What follows belongs to an exercise in optimizing a design on an open flow for small area, a short achievable clock period and few clock cycles per item; a production flow would make more cautious choices. The RTL was checked by simulation tests, not by an equivalence proof against the original design. No activity file was given, so power comes from the tool's default toggle rates.

--- design/flow/constraint.sdc ---
create_clock -name core_clock -period 8.5 [get_ports {clk}]
set_input_delay 1.7000 -clock core_clock [delete_from_list [all_inputs] [get_ports {clk}]]
set_output_delay 1.7000 -clock core_clock [all_outputs]
set_load 0.01 [all_outputs]
--- design/flow/design.v ---
`default_nettype none
package acs_pkg;
  localparam int CHANNELS    = 4;
  localparam int MAX_RUN     = 1024;
  localparam int SAMPLE_BITS = 12;
  localparam int CH_W    = 2;
  localparam int LEN_W   = $clog2(MAX_RUN) + 1;    
  localparam int CNT_W   = $clog2(MAX_RUN);        
  localparam int SUM_W   = SAMPLE_BITS + $clog2(MAX_RUN);
  localparam int DB_W    = 12;
  localparam int GAIN_W  = 16;
  localparam int Q_FRAC  = 8;
  localparam int PROD_W  = SAMPLE_BITS + GAIN_W;
  localparam int MA_W    = 20;
  localparam int CFG_W   = 16;
  localparam int CFG_IDX_W = 2;
  localparam int JOB_W   = CH_W + 1 + SUM_W + LEN_W;
  localparam logic [CFG_IDX_W-1:0] REG_MEASURE_COUNT   = 2'd0;
  localparam logic [CFG_IDX_W-1:0] REG_CALIBRATE_COUNT = 2'd1;
  localparam logic [CFG_IDX_W-1:0] REG_DEADBAND        = 2'd2;
  localparam logic [CFG_IDX_W-1:0] REG_GAIN            = 2'd3;
  function automatic logic [CNT_W-1:0] count_limit(input logic [LEN_W-1:0] c);
    logic [CNT_W-1:0] r;
    if (c == '0) r = '0;
    else if (c > LEN_W'(MAX_RUN)) r = CNT_W'(MAX_RUN - 1);
    else r = CNT_W'(c - LEN_W'(1));
    count_limit = r;
  endfunction
endpackage
`default_nettype wire
`default_nettype none
module acs_queue (
  input  wire logic                            clk,
  input  wire logic                            rst,
  input  wire logic                            hold,
  input  wire logic                            s_valid,
  output logic                                 s_ready,
  input  wire logic [acs_pkg::CH_W-1:0]        s_channel,
  input  wire logic                            s_kind,
  input  wire logic [acs_pkg::SAMPLE_BITS-1:0] s_sample,
  output logic                                 n_valid,
  output logic [acs_pkg::CH_W-1:0]             n_ch,
  output logic                                 n_kind,
  output logic [acs_pkg::SAMPLE_BITS-1:0]      n_sample
);
  logic                            sk_valid;
  logic [acs_pkg::CH_W-1:0]        sk_ch;
  logic                            sk_kind;
  logic [acs_pkg::SAMPLE_BITS-1:0] sk_sample;
  logic                            take;
  logic                            ready_q;    
  assign s_ready  = ready_q;
  assign take     = s_valid && !sk_valid;
  assign n_valid  = sk_valid || take;
  assign n_ch     = sk_valid ? sk_ch     : s_channel;
  assign n_kind   = sk_valid ? sk_kind   : s_kind;
  assign n_sample = sk_valid ? sk_sample : s_sample;
  always_ff @(posedge clk) begin
    if (rst) begin
      sk_valid <= 1'b0;
      ready_q  <= 1'b1;
    end else if (hold) begin
      if (take) begin
        sk_valid <= 1'b1;
        ready_q  <= 1'b0;
      end
    end else begin
      sk_valid <= 1'b0;
      ready_q  <= 1'b1;
    end
    if (hold && take) begin
      sk_ch     <= s_channel;
      sk_kind   <= s_kind;
      sk_sample <= s_sample;
    end
  end
endmodule
`default_nettype wire
`default_nettype none
module acs_front (
  input  wire logic                            clk,
  input  wire logic                            rst,
  input  wire logic                            hold,      
  input  wire logic [acs_pkg::CNT_W-1:0]       meas_lim,
  input  wire logic [acs_pkg::CNT_W-1:0]       cal_lim,
  input  wire logic                            n_valid,
  input  wire logic [acs_pkg::CH_W-1:0]        n_ch,
  input  wire logic                            n_kind,
  input  wire logic [acs_pkg::SAMPLE_BITS-1:0] n_sample,
  output logic                                 push,      
  output logic [acs_pkg::CH_W-1:0]             push_ch,
  output logic                                 push_kind,
  output logic [acs_pkg::SUM_W-1:0]            push_sum,
  output logic [acs_pkg::CNT_W-1:0]            push_nlen,   
  output logic [6:0]                           push_nlen3,  
  output logic                                 push_small   
);
  logic [acs_pkg::SUM_W-1:0] run_sum  [acs_pkg::CHANNELS];
  logic [acs_pkg::CNT_W-1:0] run_len  [acs_pkg::CHANNELS];
  logic                      run_kind [acs_pkg::CHANNELS];
  logic                            in_valid;
  logic [acs_pkg::CH_W-1:0]        in_ch;
  logic                            in_kind;
  logic [acs_pkg::SAMPLE_BITS-1:0] in_sample;
  logic [acs_pkg::CHANNELS-1:0]    in_join;       
  logic [acs_pkg::SUM_W-1:0] base_sum;
  logic [acs_pkg::CNT_W-1:0] base_len;
  logic [acs_pkg::SUM_W-1:0] sum_next;
  logic [acs_pkg::LEN_W-1:0] len_next;
  logic                      done;
  logic fwd;
  logic n_busy;
  logic n_run_kind;
  always_comb begin
    fwd        = in_valid && (n_ch == in_ch);
    n_busy     = fwd ? !done   : (run_len[n_ch] != '0);
    n_run_kind = fwd ? in_kind : run_kind[n_ch];
  end
  always_ff @(posedge clk) begin
    if (rst) in_valid <= 1'b0;
    else if (!hold) in_valid <= n_valid;
    if (!hold) begin
      in_ch      <= n_ch;
      in_kind    <= n_kind;
      in_sample  <= n_sample;
      for (int c = 0; c < acs_pkg::CHANNELS; c++)
        in_join[c] <= (n_ch == acs_pkg::CH_W'(c)) && !(n_busy && (n_run_kind != n_kind));
    end
  end
  always_comb begin
    base_sum = '0;
    base_len = '0;
    for (int c = 0; c < acs_pkg::CHANNELS; c++) begin
      base_sum = base_sum | (in_join[c] ? run_sum[c] : '0);
      base_len = base_len | (in_join[c] ? run_len[c] : '0);
    end
    sum_next = base_sum + acs_pkg::SUM_W'(in_sample);
    len_next = acs_pkg::LEN_W'(base_len) + acs_pkg::LEN_W'(1);
    done     = base_len >= (in_kind ? cal_lim : meas_lim);
  end
  always_ff @(posedge clk) begin
    if (rst) begin
      for (int i = 0; i < acs_pkg::CHANNELS; i++) begin
        run_sum[i]  <= '0;
        run_len[i]  <= '0;
        run_kind[i] <= 1'b0;
      end
    end else if (in_valid && !hold) begin
      run_kind[in_ch] <= in_kind;
      if (done) begin
        run_sum[in_ch] <= '0;
        run_len[in_ch] <= '0;
      end else begin
        run_sum[in_ch] <= sum_next;
        run_len[in_ch] <= len_next[acs_pkg::CNT_W-1:0];
      end
    end
  end
  assign push       = in_valid && done;
  assign push_ch    = in_ch;
  assign push_kind  = in_kind;
  assign push_sum   = sum_next;
  assign push_nlen  = ~base_len;
  assign push_nlen3 = ~(7'(base_len[4:0]) + 7'({base_len[4:0], 1'b0}) + 7'd2);
  assign push_small = base_len < acs_pkg::CNT_W'(16);
endmodule
`default_nettype wire
`default_nettype none
module acs_back #(
  parameter int SB = 5,     
  parameter int SK = 4,     
  parameter int LK = 1      
) (
  input  wire logic                        clk,
  input  wire logic                        rst,
  input  wire logic                        stall,
  input  wire logic [acs_pkg::DB_W-1:0]    deadband,
  input  wire logic [acs_pkg::GAIN_W-1:0]  gain,
  input  wire logic                        push,
  input  wire logic [acs_pkg::CH_W-1:0]    push_ch,
  input  wire logic                        push_kind,
  input  wire logic [acs_pkg::SUM_W-1:0]   push_sum,
  input  wire logic [acs_pkg::CNT_W-1:0]   push_nlen,    
  input  wire logic [SB+1:0]               push_nlen3,   
  input  wire logic                        push_small,
  output logic                             j_free,    
  output logic                             r_valid,
  output logic [acs_pkg::CH_W-1:0]         r_channel,
  output logic                             r_kind,
  output logic [acs_pkg::SAMPLE_BITS-1:0]  r_average,
  output logic [acs_pkg::MA_W-1:0]         r_current_ma
);
  localparam int QB = acs_pkg::SAMPLE_BITS;    
  localparam int LW = acs_pkg::LEN_W;
  localparam int RB = LW - 1;                  
  localparam int SR = SB - 1;                  
  localparam int NS = QB / SK;                 
  localparam int NL = QB / LK;                 
  localparam int CW = $clog2(NL + 1);
  logic                     j_valid;
  logic [acs_pkg::CH_W-1:0] j_ch;
  logic                     j_kind;
  logic [acs_pkg::SUM_W-1:0] j_sum;
  logic [RB-1:0]            j_nlen;
  logic [SB+1:0]            j_nl3;
  logic                     j_small;
  logic [CW-1:0]            j_count;
  logic                     l_last;
  logic [RB-1:0]            l_rem_n;
  logic [QB-1:0]            l_q_n;
  always_comb begin
    logic [RB:0]   trial;
    logic [RB+1:0] l_diff;
    logic          fits;
    l_rem_n = j_sum[acs_pkg::SUM_W-1:QB];
    l_q_n   = j_sum[QB-1:0];
    for (int j = 0; j < LK; j++) begin
      trial   = {l_rem_n, l_q_n[QB-1]};
      l_diff  = {1'b0, trial} + {2'b11, j_nlen};    
      fits    = !l_diff[RB+1];
      l_rem_n = fits ? l_diff[RB-1:0] : trial[RB-1:0];
      l_q_n   = {l_q_n[QB-2:0], fits};
    end
  end
  assign l_last = j_valid && !j_small && j_count == CW'(NL - 1);
  assign j_free = !stall && (!j_valid || j_small || l_last);
  always_ff @(posedge clk) begin
    if (rst) j_valid <= 1'b0;
    else if (j_free) j_valid <= push;
    if (j_free) begin
      j_ch    <= push_ch;
      j_kind  <= push_kind;
      j_sum   <= push_sum;
      j_nlen  <= push_nlen;
      j_nl3   <= push_nlen3;
      j_small <= push_small;
      j_count <= '0;
    end else if (!stall) begin
      j_sum   <= {l_rem_n, l_q_n};
      j_count <= j_count + CW'(1);
    end
  end
  localparam int T3 = SB + 2;                  
  logic            dv  [NS+1];
  logic [acs_pkg::CH_W-1:0] dch [NS+1];
  logic            dk  [NS+1];
  logic [SR-1:0]   drem[NS+1];
  logic [QB-1:0]   dq  [NS+1];
  logic [SB-1:0]   dn1 [NS+1];    
  logic [T3-1:0]   dn3 [NS+1];    
  assign dv[0]   = j_valid && j_small;
  assign dch[0]  = j_ch;
  assign dk[0]   = j_kind;
  assign drem[0] = j_sum[QB+SR-1:QB];
  assign dq[0]   = j_sum[QB-1:0];
  assign dn1[0]  = j_nlen[SB-1:0];
  assign dn3[0]  = j_nl3;
  for (genvar s = 0; s < NS; s++) begin : g_div
    logic [SR-1:0] rem;
    logic [QB-1:0] q;
    logic [T3-1:0] trial;
    logic [T3:0]   d1, d2, d3;
    always_comb begin
      rem = drem[s];
      q   = dq[s];
      for (int j = 0; j < SK / 2; j++) begin
        trial = T3'({rem, q[QB-1:QB-2]});
        d1    = {1'b0, trial} + {{(T3-SB+1){1'b1}}, dn1[s]};
        d2    = {1'b0, trial} + {{(T3-SB){1'b1}}, dn1[s], 1'b0};
        d3    = {1'b0, trial} + {1'b1, dn3[s]};
        q     = {q[QB-3:0], 2'b00};
        if (!d3[T3]) begin
          rem  = SR'(d3);
          q[1:0] = 2'd3;
        end else if (!d2[T3]) begin
          rem  = SR'(d2);
          q[1:0] = 2'd2;
        end else if (!d1[T3]) begin
          rem  = SR'(d1);
          q[1:0] = 2'd1;
        end else begin
          rem  = SR'(trial);
        end
      end
    end
    if (s < NS - 1) begin : g_reg
      always_ff @(posedge clk) begin
        if (rst) dv[s+1] <= 1'b0;
        else if (!stall) dv[s+1] <= dv[s];
        if (!stall) begin
          dch[s+1]  <= dch[s];
          dk[s+1]   <= dk[s];
          drem[s+1] <= rem;
          dq[s+1]   <= q;
          dn1[s+1]  <= dn1[s];
          dn3[s+1]  <= dn3[s];
        end
      end
    end else begin : g_last
      assign dv[s+1]   = dv[s];
      assign dch[s+1]  = dch[s];
      assign dk[s+1]   = dk[s];
      assign drem[s+1] = rem;
      assign dq[s+1]   = q;
      assign dn1[s+1]  = dn1[s];
      assign dn3[s+1]  = dn3[s];
    end
  end
  logic                            p1_valid;
  logic [acs_pkg::CH_W-1:0]        p1_ch;
  logic                            p1_kind;
  logic [acs_pkg::SAMPLE_BITS-1:0] p1_avg;
  logic [acs_pkg::SAMPLE_BITS-1:0] zero_offset [acs_pkg::CHANNELS];
  logic [acs_pkg::SAMPLE_BITS-1:0] off;
  logic [acs_pkg::SAMPLE_BITS-1:0] corrected;
  always_ff @(posedge clk) begin
    if (rst) p1_valid <= 1'b0;
    else if (!stall) p1_valid <= dv[NS] || l_last;
    if (!stall) begin
      p1_ch   <= l_last ? j_ch    : dch[NS];
      p1_kind <= l_last ? j_kind  : dk[NS];
      p1_avg  <= l_last ? l_q_n   : dq[NS];
    end
  end
  assign off = zero_offset[p1_ch];
  logic [acs_pkg::SAMPLE_BITS:0] c_diff;
  assign c_diff    = {1'b0, p1_avg} - {1'b0, off};
  assign corrected = c_diff[acs_pkg::SAMPLE_BITS] ? '0 : c_diff[acs_pkg::SAMPLE_BITS-1:0];
  localparam int TW = acs_pkg::SAMPLE_BITS + 2;
  logic [TW-1:0] t_a, t_b, t_c, t_x, t_y, t_diff;
  logic          p1_pass;
  always_comb begin
    t_a    = TW'(p1_avg);
    t_b    = ~(TW'(off));
    t_c    = ~(TW'(deadband));
    t_x    = t_a ^ t_b ^ t_c;
    t_y    = {((t_a & t_b) | (t_a & t_c) | (t_b & t_c)), 1'b1};
    t_diff = t_x - ~t_y;
    p1_pass = !p1_kind && ((deadband == '0) || !t_diff[TW-1]);
  end
  logic [acs_pkg::CHANNELS-1:0] p1_set;
  always_ff @(posedge clk) begin
    if (rst) p1_set <= '0;
    else if (!stall)
      for (int c = 0; c < acs_pkg::CHANNELS; c++)
        p1_set[c] <= (dv[NS] || l_last) && (l_last ? j_kind : dk[NS]) &&
                     ((l_last ? j_ch : dch[NS]) == acs_pkg::CH_W'(c));
  end
  always_ff @(posedge clk) begin
    if (rst) begin
      for (int i = 0; i < acs_pkg::CHANNELS; i++) zero_offset[i] <= '0;
    end else if (!stall) begin
      for (int i = 0; i < acs_pkg::CHANNELS; i++)
        if (p1_set[i]) zero_offset[i] <= p1_avg;
    end
  end
  localparam int PW = acs_pkg::PROD_W;
  localparam int FW = acs_pkg::Q_FRAC;
  logic                            p2_valid;
  logic [acs_pkg::CH_W-1:0]        p2_ch;
  logic                            p2_kind;
  logic [acs_pkg::SAMPLE_BITS-1:0] p2_avg;
  logic                            p2_pass;
  logic [acs_pkg::SAMPLE_BITS-1:0] p2_corr;
  always_ff @(posedge clk) begin
    if (rst) p2_valid <= 1'b0;
    else if (!stall) p2_valid <= p1_valid;
    if (!stall) begin
      p2_ch   <= p1_ch;
      p2_kind <= p1_kind;
      p2_avg  <= p1_avg;
      p2_pass <= p1_pass;
      p2_corr <= corrected;
    end
  end
  logic [PW-1:0] row_a;
  logic [PW-1:0] row_b;
  logic [FW:0]   low_sum;
  localparam int GW = acs_pkg::GAIN_W + 2;
  logic [GW-1:0] gain3;
  always_ff @(posedge clk) gain3 <= GW'(gain) + GW'({gain, 1'b0});
  logic [PW-1:0] r0 [6];
  logic [PW-1:0] r1 [4];
  logic [PW-1:0] r2 [3];
  always_comb begin
    for (int i = 0; i < 6; i++) begin
      case (p2_corr[2*i +: 2])
        2'd1:    r0[i] = PW'(gain) << (2*i);
        2'd2:    r0[i] = PW'({gain, 1'b0}) << (2*i);
        2'd3:    r0[i] = PW'(gain3) << (2*i);
        default: r0[i] = '0;
      endcase
    end
    for (int i = 0; i < 2; i++) begin
      r1[2*i]   = r0[3*i] ^ r0[3*i+1] ^ r0[3*i+2];
      r1[2*i+1] = ((r0[3*i] & r0[3*i+1]) | (r0[3*i] & r0[3*i+2]) | (r0[3*i+1] & r0[3*i+2])) << 1;
    end
    r2[0] = r1[0] ^ r1[1] ^ r1[2];
    r2[1] = ((r1[0] & r1[1]) | (r1[0] & r1[2]) | (r1[1] & r1[2])) << 1;
    r2[2] = r1[3];
    row_a   = r2[0] ^ r2[1] ^ r2[2];
    row_b   = ((r2[0] & r2[1]) | (r2[0] & r2[2]) | (r2[1] & r2[2])) << 1;
    low_sum = (FW+1)'(row_a[FW-1:0]) + (FW+1)'(row_b[FW-1:0]);
  end
  logic                            p3_valid;
  logic [acs_pkg::CH_W-1:0]        p3_ch;
  logic                            p3_kind;
  logic [acs_pkg::SAMPLE_BITS-1:0] p3_avg;
  logic                            p3_pass;
  logic [PW-FW-1:0]                p3_a;
  logic [PW-FW-1:0]                p3_b;
  logic                            p3_c;
  logic [PW-FW-1:0]                scaled;
  logic [acs_pkg::MA_W-1:0]        ma;
  always_ff @(posedge clk) begin
    if (rst) p3_valid <= 1'b0;
    else if (!stall) p3_valid <= p2_valid;
    if (!stall) begin
      p3_ch   <= p2_ch;
      p3_kind <= p2_kind;
      p3_avg  <= p2_avg;
      p3_pass <= p2_pass;
      p3_a    <= row_a[PW-1:FW];
      p3_b    <= row_b[PW-1:FW];
      p3_c    <= low_sum[FW];
    end
  end
  assign scaled = p3_a + p3_b + (PW-FW)'(p3_c);
  assign ma = !p3_pass ? '0 : acs_pkg::MA_W'(scaled);
  always_ff @(posedge clk) begin
    if (rst) r_valid <= 1'b0;
    else if (!stall) r_valid <= p3_valid;
    if (!stall) begin
      r_channel    <= p3_ch;
      r_kind       <= p3_kind;
      r_average    <= p3_avg;
      r_current_ma <= ma;
    end
  end
endmodule
`default_nettype wire
`default_nettype none
module averaged_current_sense (
  input  wire logic                            clk,
  input  wire logic                            rst,
  input  wire logic                            s_valid,
  output logic                                 s_ready,
  input  wire logic [acs_pkg::CH_W-1:0]        s_channel,
  input  wire logic                            s_kind,
  input  wire logic [acs_pkg::SAMPLE_BITS-1:0] s_sample,
  output logic                                 r_valid,
  input  wire logic                            r_ready,
  output logic [acs_pkg::CH_W-1:0]             r_channel,
  output logic                                 r_kind,
  output logic [acs_pkg::SAMPLE_BITS-1:0]      r_average,
  output logic [acs_pkg::MA_W-1:0]             r_current_ma,
  input  wire logic                            cfg_we,
  input  wire logic [acs_pkg::CFG_IDX_W-1:0]   cfg_index,
  input  wire logic [acs_pkg::CFG_W-1:0]       cfg_data
);
  logic [acs_pkg::CNT_W-1:0]  meas_lim;    
  logic [acs_pkg::CNT_W-1:0]  cal_lim;     
  logic [acs_pkg::DB_W-1:0]   deadband;
  logic [acs_pkg::GAIN_W-1:0] gain;
  always_ff @(posedge clk) begin
    if (rst) begin
      meas_lim <= acs_pkg::CNT_W'(64 - 1);
      cal_lim  <= acs_pkg::CNT_W'(200 - 1);
      deadband <= acs_pkg::DB_W'(149);
      gain     <= acs_pkg::GAIN_W'(5158);
    end else if (cfg_we) begin
      case (cfg_index)
        acs_pkg::REG_MEASURE_COUNT:   meas_lim <= acs_pkg::count_limit(cfg_data[acs_pkg::LEN_W-1:0]);
        acs_pkg::REG_CALIBRATE_COUNT: cal_lim  <= acs_pkg::count_limit(cfg_data[acs_pkg::LEN_W-1:0]);
        acs_pkg::REG_DEADBAND:        deadband <= cfg_data[acs_pkg::DB_W-1:0];
        default:                      gain     <= cfg_data[acs_pkg::GAIN_W-1:0];
      endcase
    end
  end
  logic stall;
  logic j_free;
  logic hold;
  assign stall = r_valid && !r_ready;
  assign hold  = !j_free;
  logic                            n_valid;
  logic [acs_pkg::CH_W-1:0]        n_ch;
  logic                            n_kind;
  logic [acs_pkg::SAMPLE_BITS-1:0] n_sample;
  acs_queue u_queue (
    .clk(clk), .rst(rst), .hold(hold),
    .s_valid(s_valid), .s_ready(s_ready), .s_channel(s_channel),
    .s_kind(s_kind), .s_sample(s_sample),
    .n_valid(n_valid), .n_ch(n_ch), .n_kind(n_kind), .n_sample(n_sample)
  );
  logic                        push;
  logic [acs_pkg::CH_W-1:0]    push_ch;
  logic                        push_kind;
  logic [acs_pkg::SUM_W-1:0]   push_sum;
  logic [acs_pkg::CNT_W-1:0]   push_nlen;
  logic [6:0]                  push_nlen3;
  logic                        push_small;
  acs_front u_front (
    .clk(clk), .rst(rst), .hold(hold),
    .meas_lim(meas_lim), .cal_lim(cal_lim),
    .n_valid(n_valid), .n_ch(n_ch), .n_kind(n_kind), .n_sample(n_sample),
    .push(push), .push_ch(push_ch), .push_kind(push_kind), .push_sum(push_sum),
    .push_nlen(push_nlen), .push_nlen3(push_nlen3), .push_small(push_small)
  );
  acs_back u_back (
    .clk(clk), .rst(rst), .stall(stall),
    .deadband(deadband), .gain(gain),
    .push(push), .push_ch(push_ch), .push_kind(push_kind), .push_sum(push_sum),
    .push_nlen(push_nlen), .push_nlen3(push_nlen3), .push_small(push_small),
    .j_free(j_free),
    .r_valid(r_valid), .r_channel(r_channel), .r_kind(r_kind),
    .r_average(r_average), .r_current_ma(r_current_ma)
  );
endmodule
`default_nettype wire
--- design/flow/flow/run.sh ---
#!/bin/bash
# The standard layout, with buf_2 port buffers, resizing not held to a cell's
# footprint, and timing repair aiming at 5.2 ns of setup slack.
bash standard.sh MATCH_CELL_FOOTPRINT=0 "BUFFER_PORTS_ARGS=-buffer_cell sky130_fd_sc_hd__buf_2" SETUP_SLACK_MARGIN=5.2 finish > standard.log 2>&1
--- design/flow/standard.sh ---
#!/bin/bash
# synth_recipe.tcl (not shown) runs the flow's synth.tcl, then flattens the netlist and writes it again
# the make line also repeats each setting of config.mk as NAME=value (left out here)
make -C /OpenROAD-flow-scripts/flow DESIGN_CONFIG=/design/flow/config.mk WORK_HOME=/design/flow/orfs CLKGATE_MAP_FILE= SYNTH_SCRIPT=/design/flow/synth_recipe.tcl "${@:-finish}"
--- design/flow/config.mk ---
export PLATFORM = sky130hd
export DESIGN_NAME = averaged_current_sense
export DESIGN_NICKNAME = averaged_current_sense
export VERILOG_FILES = /design/flow/design.v
export SDC_FILE = /design/flow/constraint.sdc
export NUM_CORES = 4
export LEC_CHECK = 0
export ABC_AREA = 1
export ABC_CLOCK_PERIOD_IN_PS = 3500
export CAP_MARGIN = 5
export CORE_MARGIN = 2
export CORE_UTILIZATION = 40
export CTS_BUF_LIST = sky130_fd_sc_hd__clkbuf_4 sky130_fd_sc_hd__clkbuf_8
export CTS_CLUSTER_DIAMETER = 100
export CTS_CLUSTER_SIZE = 12
export SETUP_SLACK_MARGIN = 5.0
export SLEW_MARGIN = 5
==> PnR_summary.wiki, run 1 <==
{| class="wikitable"
! Metric !! Value
|-
| Result of the run || no timing/DRC/antenna violations
|-
| Metal2 WL || 36.91 mm
|-
| Least-Margin Pin Slew || 0.8515 ns
|-
| Post-synthesis instance area || 0.03017 sq mm
|-
| Leakage || 14.62 nW
|-
| Count of final setup violators || 0
|-
| Initial antenna violation count || 3
|-
| Final setup skew || 0.05450 ns
|-
| Pwr per Cell Area || 398.2 mW/mm^2
|-
| Routed via count || 23070
|-
| Dominant combinational cell family by area after synthesis || simple AND/OR/NAND/NOR gates
|-
| Most frequently used flop master after synthesis || sky130_fd_sc_hd__edfxtp_1
|-
| Final Hold Violating Endpoints || 0
|-
| Classification of the worst setup path || reg -> reg
|-
| Portion of total power attributed to the clock network || 0.122
|-
| Number of fill cells || 7202
|-
| Worst-case vdd ir drop || 0.0002576 V
|-
| Total cell area at the placement stage || 0.03165 sq mm
|-
| Commonest cells after routing, fill and taps aside || 559 x sky130_fd_sc_hd__nand2_1, 403 x sky130_fd_sc_hd__edfxtp_1, 355 x sky130_fd_sc_hd__inv_1, 264 x sky130_fd_sc_hd__nor2_1, 250 x sky130_fd_sc_hd__a21oi_1
|-
| Post-detailed-route wirelength per cell || 18.00 um
|-
| Number of levels the H-tree was split into || 2
|-
| Share of the synthesized area in the top cell type || 0.4011
|-
| Async set-or-reset flop fraction in the synthesized netlist || 0
|-
| Warnings from Yosys || 22
|-
| RSZ-0062 raised after global routing || true
|-
| Critical Path Source Type || register
|-
| Detail-routed via count per cell || 5.319
|-
| CTS hold repair buffers || 0
|-
| Fin. max-slew vios || 0
|-
| Sequential fraction of the synthesis area || 0.4887
|-
| Floorplan die area || 0.07764 sq mm
|-
| Total global routing track utilization || 0.1964
|-
| Most common cell after layout, fill and taps aside || sky130_fd_sc_hd__nand2_1
|-
| Area share of xor/xnor cells in the synthesized design || 0.02028
|-
| Max cap viols || 0
|-
| I/O pin count || 75
|-
| Critical-path maximum fanout || 4
|-
| Number of clock buffers inserted by TritonCTS || 50
|-
| Crit path arrival time || 3.69 ns
|-
| Cell count after synthesis || 3171
|-
| DRT met1 WL || 34.59 mm
|-
| Row Count || 100
|-
| Endpoint required time on the critical path || 8.92 ns
|-
| Number of instances on the worst hold path || 0
|-
| FF+latch count, synth || 535
|-
| Clock buffer depth || 3
|-
| Combined area of the multi-input logic cells || 0.01430 sq mm
|-
| Share of the clock period used by the worst path after layout || 0.3848
|-
| Post-CTS clock slew at the launch and capture registers of the worst setup and hold paths || 0.10 ns
|-
| Core Region || 0.07457 sq mm
|-
| Distinct cells, synth || 52
|-
| Final routed DRC violation total || 0
|-
| Number of nets still failing antenna checks after routing || 0
|-
| Switching part of the total power || 0.4372
|-
| Number of buffers inserted by port buffering || 74
|-
| Maximum number of pins on one net before global-route repair || 97
|-
| Area taken by flip-flops and latches || 0.01475 sq mm
|-
| Cell type with the largest total area after synthesis || sky130_fd_sc_hd__edfxtp_1
|-
| Total length of routed wires || 78.10 mm
|-
| Clock insertion delay at the later pin of the skew report || 0.69 ns
|-
| Fraction of the mapped netlist area in compound gates || 0.1286
|-
| Net switching component of the power || 5.955 mW
|-
| Fraction of power consumed by sequential logic || 0.305
|-
| Global-route wire length before repair || 121.1 mm
|-
| Area delta synth->final || 13.35%
|-
| Number of nets in the synthesized netlist || 3500
|-
| Remaining Overflow, GRT || 0
|-
| Fraction of the mapped netlist area in adder cells || 0.1428
|-
| TritonCTS clock tree || done
|-
| DR pass1 iterations || 6
|-
| Gpl congestion || 0.9046
|-
| HP Class || reg -> reg
|-
| Via count of the first global-routing pass || 21800
|-
| DP Wirelength || 53.90 mm
|-
| Setup crit end kind || register
|-
| Clock period minus final worst setup slack || 3.270 ns
|-
| Effective utilization at floorplan || 0.4046
|-
| Top area cells in the synthesized netlist || sky130_fd_sc_hd__edfxtp_1 40%, sky130_fd_sc_hd__dfxtp_1 8.8%, sky130_fd_sc_hd__ha_1 8.4%, sky130_fd_sc_hd__nand2_1 7.5%, sky130_fd_sc_hd__fa_1 5.9%
|-
| Slew headroom || 0.4324
|-
| Synthesized area per cell || 9.515 sq um
|-
| Final nets || 3656
|-
| Reg-to-reg setup timing slack || 5.23 ns
|-
| Final instance area || 0.03420 sq mm
|-
| Die Y-Extent || 278.6 um
|-
| Fmax || 305.8 MHz
|-
| Library cell used as clock root buffer || sky130_fd_sc_hd__clkbuf_8
|-
| Setup TNS after final layout || 0 ns
|-
| Share of power burned in combinational logic || 0.573
|-
| Internal power consumption || 7.665 mW
|-
| Uppermost routed layer || met5
|-
| 1st-iter DRT viols || 1936
|-
| Clock sink count || 535
|-
| Post-synth EDFFs || 403
|-
| Horizontal extent of the die || 278.6 um
|-
| Worst reg-to-reg path cell count || 17
|-
| Fraction of final layout cells with drive strength greater than 1 || 0.1446
|-
| Share of synthesized area spent on multiplexers || 0.003691
|-
| DR WL met3 || 4.306 mm
|-
| Basic-gate share of the synthesized area counting and, or, nand and nor cells || 0.1536
|}
synthesized netlist by cell type (all sizes together) (25+ instances only):
master,instances
nand3,121
a21oi,263
xor2,42
dfxtp,132
fa,89
edfxtp,403
o22ai,54
clkbuf,63
nor3,25
inv,392
nand2,604
nand4,41
o221ai,47
nor2,284
xnor2,27
buf,26
o21ai,202
ha,202
sequential cells by signal, summed over array words and instances (netlist names), 14 cells and up:
signal and count:
u_back.dq 24, u_back.j_sum 22, u_back.r_current_ma 20, u_back.p3_b 20
u_front.run_sum 88, u_back.zero_offset 48, u_back.p3_a 20, u_back.dn3 14
gain 16, u_back.gain3 18, u_front.run_len 40
final cells by class:
| class | instances | share of cell area |
|---|---|---|
| diodes | 2 | 0.0001463 |
| flip-flops and latches | 535 | 0.4312 |
| repair inverters | 1 | 0.0001463 |
| multi-input cells | 2150 | 0.4182 |
| clock inverters | 3 | 0.001390 |
| well taps | 969 | 0.03545 |
| clock buffers | 89 | 0.02887 |
| repair buffers | 191 | 0.03955 |
| inverters | 398 | 0.04496 |
worst paths after layout:
check,startpoint,to
max reg2reg,u_back.drem[1][0]$_DFFE_PN_,u_back.drem[2][2]$_DFFE_PN_
min,u_back.dq[1][4]$_DFFE_PN_,u_back.dq[2][8]$_DFFE_PN_
max,u_back.drem[1][0]$_DFFE_PN_,u_back.drem[2][2]$_DFFE_PN_
min reg2reg,u_back.dq[1][4]$_DFFE_PN_,u_back.dq[2][8]$_DFFE_PN_
power groups by stage:
stage / Combinational, mW / Sequential, mW / Clock (mW)
final: 7.80 / 4.16 / 1.66
after global routing: 8.78 / 4.22 / 1.80
after CTS: 6.99 / 4.17 / 1.72
after detailed placement: 6.58 / 4.24 / 0
after global placement: 6.46 / 4.23 / 0
after floorplan: 4.87 / 4.04 / 0
repair_timing:
item | in CTS | in global routing
pin swaps | 16 | 70
gates cloned | 2 | 0
setup endpoints to repair | 198 | 316
resized for setup | 56 | 152
endpoints found under the hold margin | 0 | 0
setup buffers | 38 | 52
critical path, cell delays in order (launching register included):
cell and delay, ns:
sky130_fd_sc_hd__edfxtp_1 0.54, sky130_fd_sc_hd__buf_6 0.19, sky130_fd_sc_hd__fa_2 0.38, sky130_fd_sc_hd__nand4_1 0.09
sky130_fd_sc_hd__nand3_2 0.11, sky130_fd_sc_hd__inv_2 0.11, sky130_fd_sc_hd__buf_4 0.11, sky130_fd_sc_hd__nand3_1 0.09
sky130_fd_sc_hd__a21oi_2 0.20, sky130_fd_sc_hd__inv_2 0.08, sky130_fd_sc_hd__ha_1 0.32, sky130_fd_sc_hd__a21o_1 0.19
sky130_fd_sc_hd__a21oi_4 0.17, sky130_fd_sc_hd__inv_2 0.07, sky130_fd_sc_hd__nor2_4 0.14, sky130_fd_sc_hd__nand2_2 0.07
sky130_fd_sc_hd__nand3_2 0.06, sky130_fd_sc_hd__a21oi_2 0.05
metrics by stage:
step                      utilization  cells  setup slack [ns]  total power [mW]  hold WS, ns
after global routing           0.4586   4338             5.086             14.80       0.4268
after floorplan                     -   3171             3.192             8.903       0.4003
after detailed placement       0.4244   4152             4.208             10.82       0.4045
after CTS                      0.4453   4284             5.072             12.88       0.4116
after global placement         0.4244   4152             4.244             10.69       0.4008
final                          0.4586   4338             5.230             13.62       0.4183
routing by layer:
layer  track usage  vias to the layer above
met5             0                        -
met4       0.06135                        4
met3       0.02360                      161
met2        0.3299                      726
met1        0.2656                    10950
li1              -                    11230
kinds of logic (layout without fill, tap and decap cells):
logic type / after synthesis / after routing
buf+inv: 487 / 682
xor+xnor: 69 / 69
simple gates: 1111 / 1112
compound gates: 667 / 667
mux: 11 / 11
flops: 535 / 535
other cells: 0 / 2
fa+ha+maj: 291 / 291
Testbench counts, summed over its fixed seeds: cycles 16,657, items 4,813.
==> run 2, diff against run 1 <==
==> design/flow/flow/run.sh (replaced) <==
#!/bin/bash
# The standard layout, with buf_2 port buffers, resizing not held to a cell's
# footprint, and timing repair aiming at 5.35 ns of setup slack.
bash standard.sh MATCH_CELL_FOOTPRINT=0 "BUFFER_PORTS_ARGS=-buffer_cell sky130_fd_sc_hd__buf_2" SETUP_SLACK_MARGIN=5.35 finish > standard.log 2>&1
--- a/design/flow/config.mk
+++ b/design/flow/config.mk
@@ -8,5 +8,5 @@
 export ABC_AREA = 1
 export ABC_CLOCK_PERIOD_IN_PS = 3500
-export CAP_MARGIN = 5
+export CAP_MARGIN = 20
 export CORE_MARGIN = 2
 export CORE_UTILIZATION = 40
@@ -15,3 +15,3 @@
 export CTS_CLUSTER_SIZE = 12
 export SETUP_SLACK_MARGIN = 5.0
-export SLEW_MARGIN = 5
+export SLEW_MARGIN = 20
==> PnR_summary.wiki, run 2 <==
{| class="wikitable"
! Metric !! Value
|-
| Regs by FF count || u_front.run_sum: 88 flops, u_back.zero_offset: 48 flops, u_front.run_len: 40 flops
|-
| Number of nets still failing antenna checks after routing || 0 (unchanged)
|-
| Detail-routed via count per cell || 5.300 (-0.35%)
|-
| Share of synthesized area spent on multiplexers || 0.003691 (unchanged)
|-
| Post-detailed-route wirelength per cell || 18.05 um (+0.25%)
|-
| Critical-path maximum fanout || 5 (+1)
|-
| Async set-or-reset flop fraction in the synthesized netlist || 0 (unchanged)
|-
| Number of clock buffers inserted by TritonCTS || 50 (unchanged)
|-
| Most common cell after layout, fill and taps aside || sky130_fd_sc_hd__nand2_1
|-
| Pwr per Cell Area || 406.4 mW/mm^2 (+2.1%)
|-
| Floorplan die area || 0.07764 sq mm (unchanged)
|-
| RSZ-0062 raised after global routing || true
|-
| Most frequently used flop master after synthesis || sky130_fd_sc_hd__edfxtp_1
|-
| 1st-iter DRT viols || 1856 (-4.1%)
|-
| Dominant combinational cell family by area after synthesis || simple AND/OR/NAND/NOR gates
|-
| Effective utilization at floorplan || 0.4046 (unchanged)
|-
| Number of levels the H-tree was split into || 2 (unchanged)
|-
| Die Y-Extent || 278.6 um (unchanged)
|-
| Warnings from Yosys || 22 (unchanged)
|-
| Library cell used as clock root buffer || sky130_fd_sc_hd__clkbuf_8
|-
| Distinct cells, synth || 52 (unchanged)
|-
| CTS hold repair buffers || 0 (unchanged)
|-
| Share of the clock period used by the worst path after layout || 0.3835 (-0.001216)
|-
| Commonest cells after routing, fill and taps aside || 551 x sky130_fd_sc_hd__nand2_1, 403 x sky130_fd_sc_hd__edfxtp_1, 350 x sky130_fd_sc_hd__inv_1, 248 x sky130_fd_sc_hd__nor2_1, 239 x sky130_fd_sc_hd__a21oi_1
|-
| Final Hold Violating Endpoints || 0 (unchanged)
|-
| DP Wirelength || 53.30 mm (-1.1%)
|-
| Top-count cell post-synth || sky130_fd_sc_hd__nand2_1
|-
| Cell count after synthesis || 3171 (unchanged)
|-
| Initial antenna violation count || 3 (unchanged)
|-
| Remaining Overflow, GRT || 0 (unchanged)
|-
| Crit path arrival time || 3.67 ns (-0.02 ns)
|-
| Reg with most FFs || u_front.run_sum
|-
| Critical-path cell list || buf_6 -> ha_4 -> nand3_2 -> nand2_2 -> nand4_1 -> nand2_2 -> inv_2 -> o21ai_4 -> mux2_4 -> buf_6 -> ha_4 -> a21oi_2 -> o21ai_1 -> a21o_1 -> a21oi_1 -> nand3_1 -> nand2_1 -> nand2_1
|-
| Endpoint required time on the critical path || 8.91 ns (about the same)
|-
| Number of buffers inserted by port buffering || 74 (unchanged)
|-
| Post-CTS clock slew at the launch and capture registers of the worst setup and hold paths || 0.09 ns (about the same)
|-
| Maximum number of pins on one net before global-route repair || 98 (+1.0%)
|-
| Synthesized area per cell || 9.515 sq um (unchanged)
|-
| Total global routing track utilization || 0.1973 (+0.0008863)
|-
| Core Region || 0.07457 sq mm (unchanged)
|-
| Fraction of the mapped netlist area in adder cells || 0.1428 (unchanged)
|-
| Worst-case vdd ir drop || 0.0002580 V (+0.15%)
|-
| Max FFs per register || 88 (unchanged)
|-
| Global routing usage on met3 || 0.02761 (+0.004016)
|-
| Dpl ws || 3.964 ns (-0.2441 ns)
|-
| Number of nets in the synthesized netlist || 3500 (unchanged)
|-
| Clock insertion delay at the later pin of the skew report || 0.70 ns (about the same)
|-
| Via count of the first global-routing pass || 22180 (+1.7%)
|-
| Basic-gate share of the synthesized area counting and, or, nand and nor cells || 0.1536 (unchanged)
|-
| Worst hold slack across all endpoints || 0.4061 ns (-0.01214 ns)
|-
| Critical Path Source Type || register
|-
| Ranking of synthesized cells by instance count || 600 x sky130_fd_sc_hd__nand2_1, 403 x sky130_fd_sc_hd__edfxtp_1, 380 x sky130_fd_sc_hd__inv_1, 274 x sky130_fd_sc_hd__nor2_1, 262 x sky130_fd_sc_hd__a21oi_1
|-
| Top area cells in the synthesized netlist || sky130_fd_sc_hd__edfxtp_1 40%, sky130_fd_sc_hd__dfxtp_1 8.8%, sky130_fd_sc_hd__ha_1 8.4%, sky130_fd_sc_hd__nand2_1 7.5%, sky130_fd_sc_hd__fa_1 5.9%
|-
| Met1 track demand over resource || 0.2618 (-0.003779)
|-
| Clock buffer depth || 3 (unchanged)
|-
| DR pass1 iterations || 5 (-1)
|-
| Setup TNS after final layout || 0 ns (unchanged)
|-
| I/O pin count || 75 (unchanged)
|-
| Setup crit end kind || register
|-
| Leakage || 15.12 nW (+3.5%)
|-
| Fraction of the mapped netlist area in compound gates || 0.1286 (unchanged)
|-
| Post-synth EDFFs || 403 (unchanged)
|-
| Max cap viols || 0 (unchanged)
|-
| Count of final setup violators || 0 (unchanged)
|-
| Gpl congestion || 0.9261 (+2.4%)
|-
| Share of the synthesized area in the top cell type || 0.4011 (unchanged)
|-
| Routed via count || 23450 (+1.6%)
|-
| Cell type with the largest total area after synthesis || sky130_fd_sc_hd__edfxtp_1
|-
| Area share of xor/xnor cells in the synthesized design || 0.02028 (unchanged)
|-
| Critical path's top delay family || simple AND/OR/NAND/NOR gates
|-
| Fraction of final layout cells with drive strength greater than 1 || 0.1881 (+0.04349)
|-
| Sequential fraction of the synthesis area || 0.4887 (unchanged)
|-
| Final nets || 3744 (+2.4%)
|-
| TritonCTS clock tree || done
|-
| Result of the run || no timing/DRC/antenna violations
|-
| Horizontal extent of the die || 278.6 um (unchanged)
|-
| Classification of the worst setup path || reg -> reg
|-
| Slew headroom || 0.3256 (-0.1067)
|-
| HP Class || reg -> reg
|-
| Least setup slack across all paths after layout || 5.240 ns (+0.01034 ns)
|-
| Slowest-stage cell, CP || sky130_fd_sc_hd__edfxtp_1
|-
| Met2 track demand over resource || 0.3359 (+0.006011)
|-
| Row Count || 100 (unchanged)
|-
| Final setup skew || 0.04798 ns (-0.006519 ns)
|-
| Total length of routed wires || 79.86 mm (+2.3%)
|-
| Number of buffer and inverter stages on the critical path || 3 (-2)
|-
| Most Crowded Layer GR || met2
|-
| Clock period minus final worst setup slack || 3.260 ns (-0.01034 ns)
|-
| Area delta synth->final || 17.73%
|-
| Number of fill cells || 6945 (-3.6%)
|-
| Fin. max-slew vios || 0 (unchanged)
|-
| Post-synthesis instance area || 0.03017 sq mm (unchanged)
|-
| Fmax || 306.7 MHz (+0.32%)
|-
| Clock sink count || 535 (unchanged)
|-
| FF+latch count, synth || 535 (unchanged)
|-
| Final routed DRC violation total || 0 (unchanged)
|-
| Stage delay of the slowest cell on the critical path || 0.52 ns (-0.02 ns)
|-
| Global-route wire length before repair || 122.1 mm (+0.82%)
|-
| Least-Margin Pin Slew || 1.012 ns (+0.1601 ns)
|}
## run 2: cell counts after synthesis
No cell type changed its count.
## run 2: cell type report
type                    instances  area, sq um  area share
well taps                     969         1212     0.03413
flip-flops and latches        535        14750      0.4153
inverters                     398         1550     0.04364
clock buffers                  88        973.4     0.02740
diodes                          1        2.502  0.00007045
repair inverters                2        12.51   0.0003522
clock inverters                 4        53.80    0.001515
repair buffers                277         2157     0.06073
multi-input cells            2151        14810      0.4169
## run 2: cells by family after synthesis
family / Yosys count
buffers and inverters: 487
multiplexers: 11
XOR/XNOR: 69
flip-flops: 535
AND/OR/NAND/NOR: 1111
adder cells (fa/ha/maj): 291
AO/OA/AOI/OAI: 667
## run 2: final timing paths
| kind | slack [ns] | from | cells after the start | end |
|---|---|---|---|---|
| worst min-delay path | 0.41 | u_back.dch[1][1]$_DFFE_PN_ | 0 | u_back.dch[2][1]$_DFFE_PN_ |
| worst max register to register | 5.24 | u_back.dq[2][11]$_DFFE_PN_ | 18 | u_back.p1_avg[0]$_DFFE_PN_ |
| worst min register to register | 0.41 | u_back.dch[1][1]$_DFFE_PN_ | 0 | u_back.dch[2][1]$_DFFE_PN_ |
| worst max-delay path | 5.24 | u_back.dq[2][11]$_DFFE_PN_ | 18 | u_back.p1_avg[0]$_DFFE_PN_ |
## run 2: where the power goes
part / internal, mW / leakage, nW / total (mW) / switching (mW)
clock: 0.748 / 0.553 / 1.65 / 0.905
sequential: 3.73 / 5.28 / 4.15 / 0.428
combinational: 3.71 / 9.29 / 8.63 / 4.92
total: 8.18 / 15.1 / 14.4 / 6.25
## run 2: worst register-to-register path: cells and delay by family, from the launching register on
family,cells,cell delay (ns)
AND/OR/NAND/NOR,7,0.71
multiplexers,1,0.35
flip-flops,1,0.52
buffers and inverters,3,0.39
AO/OA/AOI/OAI,5,0.58
adder cells (fa/ha/maj),2,0.46
## run 2: per-layer routing
layer,up-vias,part of all wire
met5,-,0.00038
met3,178,0.056
li1,11400,-
met4,4,0.029
met2,722,0.48
met1,11150,0.43
## run 2: what timing repair did
action	CTS	global route
buffers inserted	102	75
cloned	4	5
pin swaps	82	81
resized for setup	142	170
setup endpoints to repair	434	321
hold endpoints to repair	0	0
## run 2: stage by stage
step | total power, mW | cell area [sq um] | std cells | util
2_1_floorplan | 8.943 | 30350 | 3171 | -
3_3_place_gp | 10.65 | 31690 | 4146 | 0.4249
3_5_place_dp | 10.78 | 31690 | 4146 | 0.4249
4_1_cts | 13.45 | 34100 | 4344 | 0.4572
5_1_grt | 15.65 | 35520 | 4425 | 0.4763
6_report | 14.44 | 35520 | 4425 | 0.4763

[re-timing with driven ports]
How much do the figures lean on ideal ports? The routed layouts below were timed once more, with nothing changed but the port constraints.
Step 1, drivers: a clkbuf_16 drives clk and a buf_2 each remaining input, both assumed.
Step 2, shift: input delay + t, output delay - t, t = (earliest + latest rising clock arrival at the registers) / 2. This alone moves slack from input paths to output paths.
Three values: ideal ports, drivers, drivers and shift; two values: the first two.
run	shift t [ns]	slack for setup (ns)	worst data-port slew with drivers (ns)
run 1	0.722	5.230 / 5.230 / 4.640	0.11
run 2	0.738	5.240 / 5.240 / 4.750	0.11
After both steps every run listed still meets setup and hold. For run 1, which loses most, drivers alone change the setup slack by 0.000 ns; drivers and shift together by -0.590 ns.
